This design comes from an exercise in tuning for small area on the open sky130 flow, not from production work.
Function was checked by simulation only, so behaviour that the tests miss may differ from the original.
No activity file was given, so power comes from the tool's default toggle rates.

==> run a <==
==> flow/design.v <==
module regfile_mp_rport #(
  parameter int XLEN     = 32,
  parameter int DEPTH    = 32,
  parameter int AW       = 5,
  parameter int READ_REG = 0,
  parameter int ZERO_R0  = 1
) (
  input  logic                        clk,
  input  logic                        rst,
  input  logic [DEPTH-1:0][XLEN-1:0]  mem,
  input  logic [AW-1:0]               raddr,
  input  logic                        wr_ok,
  input  logic [AW-1:0]               waddr,
  input  logic [XLEN-1:0]             wdata,
  output logic [XLEN-1:0]             rdata
);
  logic [XLEN-1:0] rd_d;
  logic [XLEN-1:0] rd_q;
  always_comb begin
    if (ZERO_R0 != 0 && raddr == '0)
      rd_d = '0;
    else if (wr_ok && waddr == raddr)
      rd_d = wdata;
    else
      rd_d = mem[raddr];
  end
  always_ff @(posedge clk) begin
    if (rst) rd_q <= '0;
    else     rd_q <= rd_d;
  end
  assign rdata = (READ_REG != 0) ? rd_q : rd_d;
endmodule
module regfile_mp #(
  parameter int XLEN     = 32,
  parameter int DEPTH    = 32,
  parameter int NUM_RD   = 2,
  parameter int READ_REG = 0,
  parameter int ZERO_R0  = 1,
  parameter int AW       = (DEPTH > 1) ? $clog2(DEPTH) : 1
) (
  input  logic                   clk,
  input  logic                   rst,
  input  logic                   we,
  input  logic [AW-1:0]          waddr,
  input  logic [XLEN-1:0]        wdata,
  input  logic [NUM_RD*AW-1:0]   raddr,
  output logic [NUM_RD*XLEN-1:0] rdata,
  input  logic                   clr_req,
  output logic                   clr_busy,
  output logic                   clr_done
);
  localparam logic [AW-1:0] LAST = AW'(DEPTH - 1);
  typedef enum logic {IDLE, CLEAR} state_t;
  state_t                      state, state_nxt;
  logic [AW-1:0]               ptr;
  logic [DEPTH-1:0][XLEN-1:0]  mem;
  logic                        wr_ok;
  logic [NUM_RD-1:0][AW-1:0]   ra_lane;
  logic [NUM_RD-1:0][XLEN-1:0] rd_lane;
  assign wr_ok = we && !(ZERO_R0 != 0 && waddr == '0);
  always_ff @(posedge clk) begin
    if (rst) begin
      state <= IDLE;
      ptr   <= '0;
    end else begin
      state <= state_nxt;
      ptr   <= (state == CLEAR) ? ptr + 1'b1 : '0;
    end
  end
  always_comb begin
    state_nxt = state;
    case (state)
      IDLE:    if (clr_req)  state_nxt = CLEAR;
      CLEAR:   if (ptr == LAST)  state_nxt = IDLE;
      default: state_nxt = IDLE;
    endcase
  end
  always_comb begin
    clr_busy = (state == CLEAR);
    clr_done = (state == CLEAR) && (ptr == LAST);
  end
  always_ff @(posedge clk) begin
    if (rst) begin
      mem <= '0;
    end else begin
      if (wr_ok)           mem[waddr] <= wdata;
      if (state == CLEAR)  mem[ptr]       <= '0;
    end
  end
  assign ra_lane   = raddr;
  assign rdata = rd_lane;
  for (genvar i = 0; i < NUM_RD; i++) begin : g_rd
    regfile_mp_rport #(
      .XLEN(XLEN), .DEPTH(DEPTH), .AW(AW),
      .READ_REG(READ_REG), .ZERO_R0(ZERO_R0)
    ) u_rport (
      .clk   (clk),
      .rst   (rst),
      .mem   (mem),
      .raddr (ra_lane[i]),
      .wr_ok (wr_ok),
      .waddr (waddr),
      .wdata (wdata),
      .rdata (rd_lane[i])
    );
  end
endmodule
==> flow/run.sh <==
#!/bin/bash
# synth_recipe.tcl (not shown) runs the flow's synth.tcl, then flattens the netlist and writes it again
# the make line also repeats each setting of config.mk as NAME=value (left out here)
make -C /OpenROAD-flow-scripts/flow DESIGN_CONFIG=/design/flow/config.mk WORK_HOME=/design/flow/orfs CLKGATE_MAP_FILE= SYNTH_SCRIPT=/design/flow/synth_recipe.tcl finish
==> flow/config.mk <==
export PLATFORM = sky130hd
export DESIGN_NAME = regfile_mp
export DESIGN_NICKNAME = regfile_mp
export VERILOG_FILES = /design/flow/design.v
export SDC_FILE = /design/flow/constraint.sdc
export NUM_CORES = 4
export LEC_CHECK = 0
export CAP_MARGIN = 20
export CORE_MARGIN = 2
export CORE_UTILIZATION = 40
export SLEW_MARGIN = 20
==> flow/constraint.sdc <==
create_clock -name core_clock -period 6.0 [get_ports {clk}]
set_input_delay 1.2000 -clock core_clock [delete_from_list [all_inputs] [get_ports {clk}]]
set_output_delay 1.2000 -clock core_clock [all_outputs]
set_load 0.01 [all_outputs]
==> run b: changes against run a <==
==> flow/design.v (replaced) <==
module regfile_mp_aoi222 (
  input  logic a0, b0, a1, b1, a2, b2,
  output logic y
);
  assign y = ~((a0 & b0) | (a1 & b1) | (a2 & b2));
endmodule
module regfile_mp_nand4 (
  input  logic a, b, c, d,
  output logic y
);
  assign y = ~(a & b & c & d);
endmodule
module regfile_mp_or3 (
  input  logic a, b, c,
  output logic y
);
  assign y = a | b | c;
endmodule
module regfile_mp_hold (
  input  logic ws, hs, w, q,
  output logic d
);
  assign d = (ws & w) | (hs & q);
endmodule
module regfile_mp_nand2 (
  input  logic a, b,
  output logic y
);
  assign y = ~(a & b);
endmodule
module regfile_mp_inv (
  input  logic a,
  output logic y
);
  assign y = ~a;
endmodule
module regfile_mp_ao221 (
  input  logic a0, b0, a1, b1, c,
  output logic y
);
  assign y = (a0 & b0) | (a1 & b1) | c;
endmodule
module regfile_mp_and3 (
  input  logic a, b, c,
  output logic y
);
  assign y = a & b & c;
endmodule
module regfile_mp_and2 (
  input  logic a, b,
  output logic y
);
  assign y = a & b;
endmodule
module regfile_mp_rbit (
  input  logic [31:0] s,
  input  logic [31:0] d,
  output logic        y
);
  logic [9:0] n;
  logic [2:0] o;
  logic       m;
  for (genvar k = 0; k < 10; k++) begin : g_aoi
    regfile_mp_aoi222 u (
      .a0(s[3*k]),   .b0(d[3*k]),
      .a1(s[3*k+1]), .b1(d[3*k+1]),
      .a2(s[3*k+2]), .b2(d[3*k+2]),
      .y(n[k]));
  end
  regfile_mp_nand4 u_n0 (.a(n[0]), .b(n[1]), .c(n[2]), .d(n[3]), .y(o[0]));
  regfile_mp_nand4 u_n1 (.a(n[4]), .b(n[5]), .c(n[6]), .d(n[7]), .y(o[1]));
  regfile_mp_nand2 u_n2 (.a(n[8]), .b(n[9]), .y(m));
  regfile_mp_ao221 u_a2 (.a0(s[30]), .b0(d[30]), .a1(s[31]), .b1(d[31]), .c(m), .y(o[2]));
  regfile_mp_or3   u_o  (.a(o[0]), .b(o[1]), .c(o[2]), .y(y));
endmodule
module regfile_mp #(
  parameter int XLEN     = 32,
  parameter int DEPTH    = 32,
  parameter int NUM_RD   = 2,
  parameter int READ_REG = 0,
  parameter int ZERO_R0  = 1,
  parameter int AW       = (DEPTH > 1) ? $clog2(DEPTH) : 1
) (
  input  logic                   clk,
  input  logic                   rst,
  input  logic                   we,
  input  logic [AW-1:0]          waddr,
  input  logic [XLEN-1:0]        wdata,
  input  logic [NUM_RD*AW-1:0]   raddr,
  output logic [NUM_RD*XLEN-1:0] rdata,
  input  logic                   clr_req,
  output logic                   clr_busy,
  output logic                   clr_done
);
  logic       busy;
  logic [4:0] ptr;
  always_ff @(posedge clk) begin
    if (rst) begin
      busy <= 1'b0;
      ptr  <= '0;
    end else begin
      if (busy) begin
        ptr <= ptr + 1'b1;
        if (ptr == 5'd31) busy <= 1'b0;
      end else if (clr_req) begin
        busy <= 1'b1;
      end
    end
  end
  assign clr_busy = busy;
  assign clr_done = busy && (ptr == 5'd31);
  logic [3:0] wl, cl;
  logic [7:0] wh, ch;
  always_comb begin
    for (int k = 0; k < 4; k++) begin
      wl[k] = we && (waddr[1:0] == 2'(k));
      cl[k] = rst || (busy && (ptr[1:0] == 2'(k)));
    end
    for (int j = 0; j < 8; j++) begin
      wh[j] = (waddr[4:2] == 3'(j));
      ch[j] = rst || (ptr[4:2] == 3'(j));
    end
  end
  logic [31:1][31:0] mem;
  logic [31:1]       nws;    
  for (genvar r = 1; r < 32; r++) begin : g_ent
    logic [31:0] mem_d;
    logic        ncl, ws, hs;
    regfile_mp_nand2 u_nws (.a(wl[r % 4]), .b(wh[r / 4]), .y(nws[r]));
    regfile_mp_nand2 u_ncl (.a(cl[r % 4]), .b(ch[r / 4]), .y(ncl));
    regfile_mp_and3  u_ws  (.a(wl[r % 4]), .b(wh[r / 4]), .c(ncl), .y(ws));
    regfile_mp_and2  u_hs  (.a(nws[r]), .b(ncl), .y(hs));
    for (genvar b = 0; b < 32; b++) begin : g_bit
      regfile_mp_hold u_hold (.ws(ws), .hs(hs), .w(wdata[b]), .q(mem[r][b]), .d(mem_d[b]));
    end
    always_ff @(posedge clk) begin
      mem[r] <= mem_d;
    end
  end
  logic wr_ok;
  assign wr_ok = we && (waddr != 5'd0);
  for (genvar i = 0; i < 2; i++) begin : g_rd
    logic [4:0]  ra;
    logic        byp;
    logic [3:0]  rl;
    logic [7:0]  rh;
    logic [31:0] sel;    
    assign ra  = raddr[i*5 +: 5];
    assign byp = wr_ok && (waddr == ra);
    always_comb begin
      for (int k = 0; k < 4; k++) rl[k] = (ra[1:0] == 2'(k));
      for (int j = 0; j < 8; j++) rh[j] = (ra[4:2] == 3'(j));
    end
    assign sel[0] = byp;
    for (genvar r = 1; r < 32; r++) begin : g_sel
      regfile_mp_and3 u_sel (.a(rl[r % 4]), .b(rh[r / 4]), .c(nws[r]), .y(sel[r]));
    end
    for (genvar b = 0; b < 32; b++) begin : g_bit
      logic [31:0] dv;
      assign dv[0] = wdata[b];
      for (genvar r = 1; r < 32; r++) begin : g_dv
        assign dv[r] = mem[r][b];
      end
      regfile_mp_rbit u_rbit (.s(sel), .d(dv), .y(rdata[i*32 + b]));
    end
  end
endmodule
==> flow/flow/run.sh (new file) <==
#!/bin/bash
set -euo pipefail
export BUFFER_PORTS_ARGS="-buffer_cell sky130_fd_sc_hd__buf_1"
export DONT_USE_CELLS="sky130_fd_sc_hd__buf_12 sky130_fd_sc_hd__buf_16"
export CTS_ARGS="-sink_clustering_enable -repair_clock_nets -dont_use_dummy_load -buf_list sky130_fd_sc_hd__clkbuf_16 -sink_clustering_size 24 -sink_clustering_max_diameter 80"
bash standard.sh > standard.log 2>&1
==> flow/standard.sh (new file) <==
#!/bin/bash
# synth_recipe.tcl (not shown) runs the flow's synth.tcl, then flattens the netlist and writes it again
# the make line also repeats each setting of config.mk as NAME=value (left out here)
make -C /OpenROAD-flow-scripts/flow DESIGN_CONFIG=/design/flow/config.mk WORK_HOME=/design/flow/orfs CLKGATE_MAP_FILE= SYNTH_SCRIPT=/design/flow/synth_recipe.tcl "${@:-finish}"
Settings changed: CORE_UTILIZATION 40 to 42, SETUP_SLACK_MARGIN set to 0.2, SYNTH_HIERARCHICAL set to 1.
removed: flow/run.sh
==> summary.md <==
| Metric | Value |
|---|---|
| Worst-Skew Late Latency | 770 ps |
| Total power | 16.1 mW |
| Status | no timing/DRC/antenna violations |
| Grt met3 use | 13.4% |
| Crit path DAT | between 4000 and 5000 ps |
| Logic pwr share | 12.4% |
| CTS Sinks | 1,030 |
| CP max FO | 19 |
| Leading cell type in the layout, fill and taps excluded | nand2_1 |
| Top power group | the clock network |
| Met1 Wirelength | between 80,000 and 90,000 um |
| Multi-input comb cells | 4,236 |
| Non-clk buf share | a little under 6% |
| Simple-gate area share of the yosys netlist | around 15% |
Source of the figures above: run a

==> summary.md <==
| Metric | Value |
|---|---|
| Grt met3 use | between 10% and 20% |
| CTS Sinks | 998 |
| Non-clk buf share | under 10% |
| CP max FO | 32 |
| Multi-input comb cells | 2,233 |
| Worst-Skew Late Latency | ~700 ps |
| Status | no timing/DRC/antenna violations |
| Total power | ~12 mW |
Source of the figures above: run b

[port drivers added, routing unchanged]
How much do the figures lean on ideal ports? The routed layouts below were timed once more, with nothing changed but the port constraints. Step 1 (the two cells are an assumption about what drives the block):
set clk [get_ports {clk}]
set_driving_cell -lib_cell sky130_fd_sc_hd__clkbuf_16 $clk
set_driving_cell -lib_cell sky130_fd_sc_hd__buf_2 [delete_from_list [all_inputs] $clk]
Step 2, shift: input delay + t, output delay - t, t = (earliest + latest rising clock arrival at the registers) / 2. This alone moves slack from input paths to output paths. Three values: ideal ports, drivers, drivers and shift; two values: the first two.
run	t (ns)	setup WS [ns]	hold slack, ns	latest minus earliest clock arrival (ns)
run a	0.823	0.070 / -0.047 / -0.047	0.467 / 0.467 / 0.467	0.052 / 0.051
run b	0.716	0.163 / 0.141 / 0.141	0.499 / 0.499 / 0.499	0.088 / 0.088
With both steps, setup timing fails in run a, where it was met with ideal ports. For run a, which loses most, drivers alone change the setup slack by -0.117 ns; drivers and shift together by -0.117 ns.
